From an optimization exercise on the open Yosys and OpenROAD flow, aimed at a short achievable clock period and few clock cycles per item; shortcuts taken in it are not production practice.
Only simulation tests tie the RTL to the original design; equivalence was not proved.
No activity file was given, so power comes from the tool's default toggle rates.

==> flow/flow/run.sh <==
#!/bin/bash
set -e
cp standard.sh standard.sh.txt
export SETUP_SLACK_MARGIN=${MARGIN:-7.5}
bash standard.sh > flow_standard.log 2>&1
==> flow/config.mk <==
export PLATFORM = sky130hd
export DESIGN_NAME = mipsCore
export DESIGN_NICKNAME = mipsCore
export VERILOG_FILES = /design/flow/design.v
export SDC_FILE = /design/flow/constraint.sdc
export NUM_CORES = 4
export LEC_CHECK = 0
export ABC_CLOCK_PERIOD_IN_PS = 3500
export CAP_MARGIN = 20
export CORE_MARGIN = 2
export CORE_UTILIZATION = 40
export PLACE_DENSITY = 0.6
export SLEW_MARGIN = 20
==> flow/standard.sh <==
#!/bin/bash
# synth_recipe.tcl (not shown) runs the flow's synth.tcl, then flattens the netlist and writes it again
# the make line also repeats each setting of config.mk as NAME=value (left out here)
make -C /OpenROAD-flow-scripts/flow DESIGN_CONFIG=/design/flow/config.mk WORK_HOME=/design/flow/orfs CLKGATE_MAP_FILE= SYNTH_SCRIPT=/design/flow/synth_recipe.tcl "${@:-finish}"
==> flow/constraint.sdc <==
create_clock -name core_clock -period 12.0 [get_ports {clk}]
set_input_delay 2.4000 -clock core_clock [delete_from_list [all_inputs] [get_ports {clk}]]
set_output_delay 2.4000 -clock core_clock [all_outputs]
set_load 0.01 [all_outputs]
==> flow/design.v <==
`timescale 1ns/1ns
module mipsCore (
    input  logic        clk,
    input  logic        rst_n,
    input  logic [31:0] instr,
    input  logic [31:0] readData,
    output logic [31:0] instrAddr,
    output logic        cen,
    output logic        wen,
    output logic        oen,
    output logic [6:0]  dmemAddr,
    output logic [31:0] writeData
);
    function automatic logic [32:0] addKS(input logic [31:0] a, input logic [31:0] b,
                                          input logic cin);
        logic [31:0] p;
        logic [31:0] g;
        logic [31:0] gn;
        logic [31:0] pn;
        p = a ^ b;
        g = a & b;
        g[0] = g[0] | (p[0] & cin);
        pn = p;
        for (int d = 1; d < 32; d = d * 2) begin
            gn = g;
            for (int i = d; i < 32; i++) begin
                gn[i] = g[i] | (pn[i] & g[i - d]);
            end
            for (int i = 31; i >= d; i--) begin
                pn[i] = pn[i] & pn[i - d];
            end
            g = gn;
        end
        addKS = {g[31], p ^ {g[30:0], cin}};
    endfunction
    logic [31:0] pcF;
    logic [31:0] pcN;
    logic [31:0] ras;
    logic [63:0] bhV;
    logic [63:0] bhT;
    logic [63:0] bhA;
    logic        bhUpd;
    logic [5:0]  bhIdx;
    logic        bhTaken;
    logic        vD;
    logic [31:0] irD;
    logic [31:0] pc4D;
    logic [31:0] tgtD;
    logic        predD;
    logic [31:0] rasD;
    logic [5:0]  idxD;
    logic [31:0] rsRawD;
    logic [31:0] rtRawD;
    logic        hitEsD;
    logic        hitEtD;
    logic        hitMsD;
    logic        hitMtD;
    logic        hitWsD;
    logic        hitWtD;
    logic        vE;
    logic [2:0]  opE;        
    logic        immSelE;
    logic [31:0] aE;
    logic [31:0] bE;
    logic [31:0] immE;
    logic [4:0]  shE;
    logic        ldAE;
    logic        ldBE;
    logic        ldFwdE;
    logic [31:0] altE;
    logic [4:0]  destE;
    logic        wrE;
    logic        ldE;
    logic        stE;
    logic        brE;
    logic        bneE;
    logic        predE;
    logic        jrE;
    logic [31:0] jrPredE;
    logic [31:0] pc4E;
    logic [5:0]  idxE;
    logic        wrM;
    logic        ldM;
    logic [4:0]  destM;
    logic [31:0] resM;
    logic        wrW;
    logic [4:0]  destW;
    logic [31:0] resW;
    logic [31:0] regs [1:31];
    logic [31:1] regV;
    logic        cenR;
    logic        wenR;
    logic        oenR;
    logic [6:0]  addrR;
    logic [31:0] wdR;
    assign instrAddr = pcF;
    assign cen       = cenR;
    assign wen       = wenR;
    assign oen       = oenR;
    assign dmemAddr  = addrR;
    assign writeData = wdR;
    logic        redirE;
    logic [31:0] redirPcE;
    logic        redirD;
    logic [31:0] redirPcD;
    logic        stallD;
    logic        redir;
    assign redir = redirE || redirD;
    logic [4:0]  destD;
    logic        wrD;
    logic [31:0] pcI;
    logic [31:0] pc4F;
    logic        fJ;
    logic        fJal;
    logic        fJr;
    logic        fBr;
    logic        fEnc;
    logic        fHist;
    logic        fPred;
    logic [31:0] fTgt;
    logic [31:0] rf [0:31];
    logic [31:0] rsRawF;
    logic [31:0] rtRawF;
    assign pcI   = ~pcN;
    assign pc4F  = addKS(pcI, 32'd4, 1'b0);
    assign fJ    = (instr[31:27] == 5'b00001);             
    assign fJal  = (instr[31:26] == 6'h03);
    assign fJr   = (instr[31:26] == 6'h00) && (instr[5:0] == 6'h08);
    assign fBr   = (instr[31:27] == 5'b00010);             
    assign fEnc  = instr[26] ? (instr[25:21] != instr[20:16])
                             : (instr[25:21] == instr[20:16]);
    assign fHist = bhV[pcI[7:2]] && bhA[pcI[7:2]];
    assign fPred = fHist ? bhT[pcI[7:2]] : fEnc;
    assign fTgt  = addKS(pc4F, {{14{instr[15]}}, instr[15:0], 2'b00}, 1'b0);
    always_comb begin
        rf[0] = 32'd0;
        for (int i = 1; i < 32; i++) rf[i] = regs[i] & {32{regV[i]}};
    end
    assign rsRawF = rf[instr[25:21]];
    assign rtRawF = rf[instr[20:16]];
    logic [4:0] rsNx;
    logic [4:0] rtNx;
    assign rsNx = stallD ? irD[25:21] : instr[25:21];
    assign rtNx = stallD ? irD[20:16] : instr[20:16];
    logic [5:0]  opD;
    logic [5:0]  fnD;
    logic [4:0]  rsD;
    logic [4:0]  rtD;
    logic [4:0]  rdD;
    logic [31:0] immD;
    logic        rtypeD;
    logic        aluRD;
    logic        shD;
    logic        addiD;
    logic        ldD;
    logic        stD;
    logic        brD;
    logic        bneD;
    logic        jalD;
    logic        jrD;
    logic [2:0]  aluOpD;
    assign opD  = irD[31:26];
    assign fnD  = irD[5:0];
    assign rsD  = irD[25:21];
    assign rtD  = irD[20:16];
    assign rdD  = irD[15:11];
    assign immD = {{16{irD[15]}}, irD[15:0]};
    assign rtypeD = (opD == 6'h00);
    assign aluRD  = rtypeD && (fnD == 6'h20 || fnD == 6'h22 || fnD == 6'h24 ||
                               fnD == 6'h25 || fnD == 6'h2a);
    assign shD    = rtypeD && (fnD == 6'h00 || fnD == 6'h02);
    assign jrD    = rtypeD && (fnD == 6'h08);
    assign addiD  = (opD == 6'h08);
    assign ldD    = (opD == 6'h23);
    assign stD    = (opD == 6'h2b);
    assign brD    = (opD == 6'h04) || (opD == 6'h05);
    assign bneD   = (opD == 6'h05);
    assign jalD   = (opD == 6'h03);
    always_comb begin
        destD = 5'd0;
        if (aluRD || shD) destD = rdD;
        else if (addiD || ldD) destD = rtD;
        else if (jalD) destD = 5'd31;
    end
    assign wrD = vD && (destD != 5'd0);
    always_comb begin
        aluOpD = 3'd0;
        if (rtypeD) begin
            case (fnD)
                6'h22: aluOpD = 3'd1;
                6'h24: aluOpD = 3'd2;
                6'h25: aluOpD = 3'd3;
                6'h2a: aluOpD = 3'd4;
                6'h00: aluOpD = 3'd5;
                6'h02: aluOpD = 3'd6;
                default: aluOpD = 3'd0;
            endcase
        end else if (jalD) begin
            aluOpD = 3'd7;
        end
    end
    logic [31:0] mVal;
    logic [31:0] rsVal;
    logic [31:0] rtVal;
    logic [31:0] rsCmp;
    logic [31:0] rtCmp;
    assign mVal  = ldM ? readData : resM;
    assign rsVal = hitMsD ? mVal : (hitWsD ? resW : rsRawD);
    assign rtVal = hitMtD ? mVal : (hitWtD ? resW : rtRawD);
    assign rsCmp = hitMsD ? resM : (hitWsD ? resW : rsRawD);
    assign rtCmp = hitMtD ? resM : (hitWtD ? resW : rtRawD);
    assign stallD = vD && ldE && ((brD && (hitEsD || hitEtD)) || (jrD && hitEsD));
    logic        eFast;
    logic [31:0] bQ;
    logic [31:0] kQ;
    logic [31:0] pQ;
    logic [31:0] gQ;
    logic [31:0] sQ;
    logic [31:0] cQ;
    logic        subQ;
    logic        fastEq;
    assign eFast = !ldE && !ldFwdE && (opE[2] == 1'b0);
    assign subQ  = (opE == 3'd1);
    assign bQ    = (immSelE ? immE : bE) ^ {32{subQ}};
    assign kQ    = hitEsD ? rtCmp : rsCmp;
    assign pQ    = aE ^ bQ;
    assign gQ    = aE & bQ;
    assign sQ    = pQ ^ kQ;
    assign cQ    = {gQ[30:0] | (pQ[30:0] & ~kQ[30:0]), subQ};
    always_comb begin
        case (opE[1:0])
            2'd2: fastEq = (gQ == kQ);
            2'd3: fastEq = ((aE | bQ) == kQ);
            default: fastEq = (sQ == cQ);
        endcase
    end
    logic eqD;
    logic takenD;
    logic brNowD;
    logic jrNowD;
    always_comb begin
        if (hitEsD && hitEtD) eqD = 1'b1;
        else if (hitEsD || hitEtD) eqD = fastEq;
        else eqD = (rsCmp == rtCmp);
    end
    assign takenD = bneD ? !eqD : eqD;
    logic misD;
    assign misD = eqD ^ bneD ^ predD;
    assign brNowD = brD && !stallD && !(ldM && (hitMsD || hitMtD)) &&
                    ((hitEsD && hitEtD) || (!hitEsD && !hitEtD) || eFast);
    assign jrNowD = jrD && !hitEsD && !(ldM && hitMsD);
    always_comb begin
        redirD   = 1'b0;
        redirPcD = rsCmp;
        if (jrD) begin
            redirD   = vD && jrNowD && (rsCmp != rasD);
            redirPcD = rsCmp;
        end else begin
            redirD   = vD && brNowD && misD;
            redirPcD = predD ? pc4D : tgtD;
        end
    end
    logic [31:0] aFwd;
    logic [31:0] bFwd;
    logic [31:0] bAlu;
    logic [31:0] aCmp;
    logic [31:0] bCmp;
    logic        subE;
    logic [32:0] sumE;
    logic        ltE;
    logic [31:0] resE;
    logic        eqE;
    logic        takenE;
    logic [8:0]  eaE;
    assign aFwd = ldAE ? readData : aE;
    assign bFwd = ldBE ? readData : bE;
    assign bAlu = immSelE ? immE : bFwd;
    assign aCmp = aE;
    assign bCmp = bE;
    assign subE = (opE == 3'd1) || (opE == 3'd4);
    assign sumE = addKS(aFwd, bAlu ^ {32{subE}}, subE);
    assign ltE  = (aFwd[31] ^ bAlu[31]) ? aFwd[31] : sumE[31];
    always_comb begin
        case (opE)
            3'd0, 3'd1: resE = sumE[31:0];
            3'd2: resE = aFwd & bAlu;
            3'd3: resE = aFwd | bAlu;
            3'd4: resE = {31'd0, ltE};
            3'd5: resE = bFwd << shE;
            3'd6: resE = bFwd >> shE;
            default: resE = pc4E;
        endcase
    end
    assign eaE    = aFwd[8:0] + immE[8:0];
    assign eqE    = (aCmp == bCmp);
    assign takenE = bneE ? !eqE : eqE;
    always_comb begin
        redirE   = 1'b0;
        redirPcE = aCmp;
        if (jrE) begin
            redirE   = vE && (aCmp != jrPredE);
            redirPcE = aCmp;
        end else begin
            redirE   = vE && brE && (takenE != predE);
            redirPcE = altE;
        end
    end
    logic [31:0] fNext;
    logic [31:0] npcF;
    always_comb begin
        if (stallD) fNext = pcI;
        else if (fBr && fPred) fNext = fTgt;
        else if (fJ) fNext = {pc4F[31:28], instr[25:0], 2'b00};
        else if (fJr) fNext = ras;
        else fNext = pc4F;
    end
    assign npcF = redirE ? redirPcE : (redirD ? redirPcD : fNext);
    always_ff @(posedge clk or negedge rst_n) begin
        if (!rst_n) begin
            pcF     <= 32'd0;
            pcN     <= 32'hffffffff;
            ras     <= 32'd0;
            bhV     <= 64'd0;
            bhT     <= 64'd0;
            bhA     <= 64'd0;
            bhUpd   <= 1'b0;
            regV    <= 31'd0;
            vD      <= 1'b0;
            vE      <= 1'b0;
            wrE     <= 1'b0;
            ldE     <= 1'b0;
            brE     <= 1'b0;
            jrE     <= 1'b0;
            stE     <= 1'b0;
            wrM     <= 1'b0;
            ldM     <= 1'b0;
            wrW     <= 1'b0;
            cenR    <= 1'b1;
            wenR    <= 1'b1;
            oenR    <= 1'b1;
        end else begin
            pcF <= npcF;
            pcN <= ~npcF;
            if (fJal) ras <= pc4F;
            bhUpd <= (vE && brE) || (vD && brNowD && !redirE);
            if (bhUpd) begin
                bhV[bhIdx] <= 1'b1;
                bhT[bhIdx] <= bhTaken;
                bhA[bhIdx] <= bhV[bhIdx] && (bhT[bhIdx] == bhTaken);
            end
            if (wrM) regV[destM] <= 1'b1;
            if (redir) vD <= 1'b0;
            else if (!stallD) vD <= 1'b1;
            vE  <= vD && !stallD && !redirE;
            wrE <= wrD && !stallD && !redirE;
            ldE <= vD && ldD && !stallD && !redirE;
            stE <= vD && stD && !stallD && !redirE;
            brE <= vD && brD && !brNowD && !stallD && !redirE;
            jrE <= vD && jrD && !jrNowD && !stallD && !redirE;
            wrM  <= wrE;
            ldM  <= ldE;
            cenR <= !(ldE || stE);
            wenR <= !stE;
            oenR <= !ldE;
            wrW <= wrM;
        end
    end
    always_ff @(posedge clk) begin
        if (vE && brE) begin
            bhIdx   <= idxE;
            bhTaken <= takenE;
        end else begin
            bhIdx   <= idxD;
            bhTaken <= takenD;
        end
        hitEsD <= !stallD && wrD && (destD == rsNx);
        hitEtD <= !stallD && wrD && (destD == rtNx);
        hitMsD <= wrE && (destE == rsNx);
        hitMtD <= wrE && (destE == rtNx);
        hitWsD <= wrM && (destM == rsNx);
        hitWtD <= wrM && (destM == rtNx);
        if (!stallD) begin
            irD    <= instr;
            pc4D   <= pc4F;
            tgtD   <= fTgt;
            predD  <= fPred;
            rasD   <= ras;
            idxD   <= pcI[7:2];
            rsRawD <= rsRawF;
            rtRawD <= rtRawF;
        end else begin
            rsRawD <= rsVal;
            rtRawD <= rtVal;
        end
        opE     <= aluOpD;
        immSelE <= !rtypeD;
        aE      <= hitEsD ? resE : rsVal;
        bE      <= hitEtD ? resE : rtVal;
        immE    <= immD;
        shE     <= irD[10:6];
        ldAE    <= hitEsD && ldE;
        ldBE    <= hitEtD && ldE;
        altE    <= predD ? pc4D : tgtD;
        ldFwdE  <= (hitEsD || hitEtD) && ldE;
        destE   <= destD;
        bneE    <= bneD;
        predE   <= predD;
        jrPredE <= rasD;
        pc4E    <= pc4D;
        idxE    <= idxD;
        destM <= destE;
        resM  <= resE;
        addrR <= eaE[8:2];
        wdR   <= bFwd;
        destW <= destM;
        resW  <= mVal;
        if (wrM) regs[destM] <= mVal;
    end
endmodule
==> run notes <==
• **outcome** complete, no violations
• **leading cell type in the layout, fill and taps excluded** sky130_fd_sc_hd__nand3_1
• **WP data arrival** 5990 ps
• **total negative slack** 0 ps
• **busiest layer in global routing** met2
• **leakage component of the power** 0.04332 uW
• **chip width** 490.4 um
• **count of standard-cell rows** 178
• **cell chosen for the clock root** sky130_fd_sc_hd__clkbuf_16
• **CP bufs+invs** 3
• **die span in y** 490.4 um
• **HPWL after detailed placement** 349.8 mm
• **CP peak stage delay** 380 ps
• **RSZ-0062 raised after global routing** true
• **fraction of final layout cells with drive strength greater than 1** 21.91%
• **core region area** 235200 um^2
• **Mapped Nets** 9335
• **vias in the first global route** 84.90k
• **path length in cells of the critical path** 18
• **clock slew seen by the registers of the worst setup and hold paths** 60 ps
• **crit path capture type** flip-flop
• **Worst Setup Start Kind** input pin
• **number of distinct standard cells referenced by the synthesized netlist** 99
• **Peak VDD IR** 143.1 uV
• **total of fill cells in the finished design** 21.06k
• **count of yosys warnings during synthesis** 2
• **maximum clock frequency** 0.1934 GHz
• **number of buffers inserted by hold repair at cts** 0
• **Final Hold Viols** 0
• **area taken by multi-input logic gates** 46250 um^2
• **total vias in the final route** 92.53k
• **final net count** 9756
• **portion of the post-synthesis area used by sequential elements** 52.58%
• **number of I/O pins** 140
• **number of flops mapped to enable cells by yosys** 1125
• **overall track demand over capacity in global routing** 44.13%
• **number of buffers created by CTS** 204
• **most used flip-flop cell after synthesis** sky130_fd_sc_hd__edfxtp_1
• **detailed-route vias per instance** 7.186
• **post-route fraction of the period consumed by the critical path** 43.09%
• **clk buf depth** 3
• **met3 track demand over resource in global routing** 18.26%
• **overall overflow remaining after global route** 0
• **sequential standard cell area** 49850 um^2
• **syn avg cell area** 10.42 um^2
• **Placed Instances** 11.99k
• **worst hold-check path type** reg2reg
• **DRC violation total after the first TritonRoute iteration** 18.44k
• **detailed-route wire length** 555.6 mm
• **share of flip-flops with an asynchronous set or reset after synthesis** 18.06%
• **area overhead of the layout relative to synthesis** 24.22%
• **worst hold path stage count** 0
• **most prevalent standard cell on the critical path** sky130_fd_sc_hd__o21a_1
• **chain of cells forming the critical path** buf_8 > mux2_4 > mux2_4 > xor2_1 > ha_1 > nor2b_4 > o21a_1 > o21ai_2 > a311oi_2 > o21a_2 > buf_6 > o21a_1 > o21a_1 > buf_4 > o21a_1 > o311ai_4 > o21ai_2 > mux2i_1
• **wire length of the first global-routing pass** 731.8 mm
• **H-tree depth reported by CTS** 4
• **Final Setup Violations** 0
• **clock latency of the later-clocked register in the worst-skew pair** 920 ps
• **CTS tree** yes
• **Total Die Area** 240500 um^2
• **Post-Route Skew** 93.65 ps
• **biggest area contributors in the synthesized netlist** sky130_fd_sc_hd__edfxtp_1, sky130_fd_sc_hd__nand3_1, sky130_fd_sc_hd__dfxtp_1, sky130_fd_sc_hd__dfrtp_1, sky130_fd_sc_hd__mux2i_1
• **remaining max-slew budget at the tightest pin** 9.608%
• **cell count of the worst reg-to-reg path** 19
• **number of standard cells in the layout, taps in and fillers out** 12.88k
• **DR DRC count** 0
• **initial antenna violation count** 60
• **Global Route met2 Usage** 60.29%
• **number of iterations in the first detailed-routing pass** 16
• **Initial Utilization** 40.24%
• **number of cells produced by synthesis** 9085
• **weighted congestion reported at the end of routability-driven placement** 1.061
• **Max Cap Violations** 0
• **Power Dens Cells** 166.3 nW/um^2
• **register bit total from synthesis** 1838
• **met1 demand-to-capacity share in global routing** 57.72%
• **worst path required time** 12820 ps
• **cell family with the largest share of critical-path delay** compound AO/OA/AOI/OAI gates
• **Max Fanout on Critical Path** 3
• **top cell type by total area after synthesis** sky130_fd_sc_hd__edfxtp_1
• **final number of max-transition violations** 0
• **slowest stage cell on the critical path** sky130_fd_sc_hd__o311ai_4
• **worst setup margin** 6829 ps
• **Sinks on Clock Net** 1838
• **port bufs** 139
• **area of the mapped netlist** 94630 um^2
• **pin count of the biggest net entering global routing** 154
• **routed length per placed instance** 43.15 um
• **worst setup slack before clock tree synthesis** 4987 ps
• **portion of synthesized cell area occupied by the leading cell type** 35.70%
• **transition at the pin with the smallest max-transition slack** 1318 ps
• **commonest cells after routing, fill and taps aside** sky130_fd_sc_hd__nand3_1, sky130_fd_sc_hd__edfxtp_1, sky130_fd_sc_hd__nand2_1
• **Routed Antenna Nets** 0
• **minimum clock period after layout** 5171 ps
• **category of the critical setup timing path** in2reg
-- synth_stat cells (151+ instances only) --
master                     number
sky130_fd_sc_hd__dfxtp_1      381
sky130_fd_sc_hd__inv_1        179
sky130_fd_sc_hd__o21ai_0      414
sky130_fd_sc_hd__clkbuf_1     535
sky130_fd_sc_hd__nand3_1     1750
sky130_fd_sc_hd__nor2_1       380
sky130_fd_sc_hd__nand2_1      583
sky130_fd_sc_hd__nand4_1      415
sky130_fd_sc_hd__ha_1         151
sky130_fd_sc_hd__mux2_2       163
sky130_fd_sc_hd__xor2_1       173
sky130_fd_sc_hd__dfrtp_1      297
sky130_fd_sc_hd__a21oi_1      238
sky130_fd_sc_hd__mux2i_1      307
sky130_fd_sc_hd__xnor2_1      210
sky130_fd_sc_hd__edfxtp_1    1125
-- metrics by stage --
| step | area [um^2] | utilization, % | hold WS, ps | power [uW] |
|---|---|---|---|---|
| after global routing | 117500 | 49.94 | 351.0 | 19990 |
| after CTS | 115000 | 48.92 | 343.9 | 19010 |
| after detailed placement | 100800 | 42.87 | 327.9 | 11910 |
| after global placement | 100600 | 42.79 | 324.1 | 11830 |
| after floorplan | 94980 | - | 323.3 | 10300 |
| final | 117500 | 49.98 | 341.9 | 19540 |
-- kinds of logic after synthesis --
| kind of cell | Yosys count | synth area share, % |
|---|---|---|
| muxes | 577 | 7.337 |
| DFF | 1838 | 52.58 |
| buffers and inverters | 881 | 3.681 |
| and+or+nand+nor | 3767 | 20.12 |
| xor gates and xnor gates | 385 | 3.592 |
| adders and majority gates | 184 | 2.695 |
| AOI/OAI and AO/OA | 1453 | 9.992 |
-- state kept, by name, indices dropped and copies added, names as in the netlist, 64 cells and up --
| register | cells |
|---|---|
| regs | 992 |
| bhA | 64 |
| bhT | 64 |
| bhV | 64 |
-- area by class of cell --
| type | instances | share of cell area, % |
|---|---|---|
| flip-flops and latches | 1838 | 42.40 |
| multi-input cells | 6369 | 39.34 |
| repair buffers | 905 | 8.109 |
| clock buffers | 281 | 4.841 |
| well taps | 3150 | 3.353 |
| clock inverters | 107 | 1.222 |
| inverters | 188 | 0.6472 |
| diodes | 38 | 0.08090 |
-- report_power, final --
group	total [uW]	internal [uW]	switching, uW
combinational	4510	1810	2700
clock	6730	3830	2900
sequential	8300	7620	682
total	19500	13300	6280
-- worst paths after layout --
path | start | endpoint | slack, ps
max reg2reg | pcN[2] | pcF[29] | 7120
min | irD[10] | immE[10] | 340
min in group asynchronous | rst_n | pcF[10] | 1430
max in group asynchronous | rst_n | bhA[22] | 8360
max | readData[2] | bE[14] | 6830
min reg2reg | irD[10] | immE[10] | 340
-- repair_timing --
item | 4_1_cts | 5_1_grt
endpoints found under the setup margin | 267 | 238
pin swaps | 225 | 177
gates resized for setup | 861 | 268
gates cloned | 25 | 8
setup buffers | 327 | 94
-- per-layer routing --
| metal | vias up | share of wire [%] |
|---|---|---|
| met1 | 45670 | 36 |
| met4 | 52 | 8.2 |
| met2 | 9228 | 39 |
| met5 | - | 0.11 |
| met3 | 2399 | 16 |
| li1 | 35180 | - |
Testbench counts, summed over its fixed seeds: cycles 99,325, instrs 94,968.

## separate check: timing with driven ports
Ports are ideal in the flow. The routed layout listed here was re-timed in OpenROAD.
Step 1 assumes that a clkbuf_16 drives the clock port and a buf_2 every other input.
Step 2 also shifts input and output timing later by t, the mid clock arrival at the registers, as if the neighbouring blocks saw the same clock.
Slacks: ideal ports / drivers / drivers and shift; pairs: ideal ports / drivers.
shift t [ns]: 0.979
slack for setup (ns): 6.829 / 6.893 / 5.915
worst setup path after step 2: input to register
latest minus earliest clock arrival (ns): 0.099 / 0.099
cell pins on the clock port's net: 1
After both steps setup and hold are still met in this run. For this run, drivers alone change the setup slack by +0.064 ns; drivers and shift together by -0.914 ns.
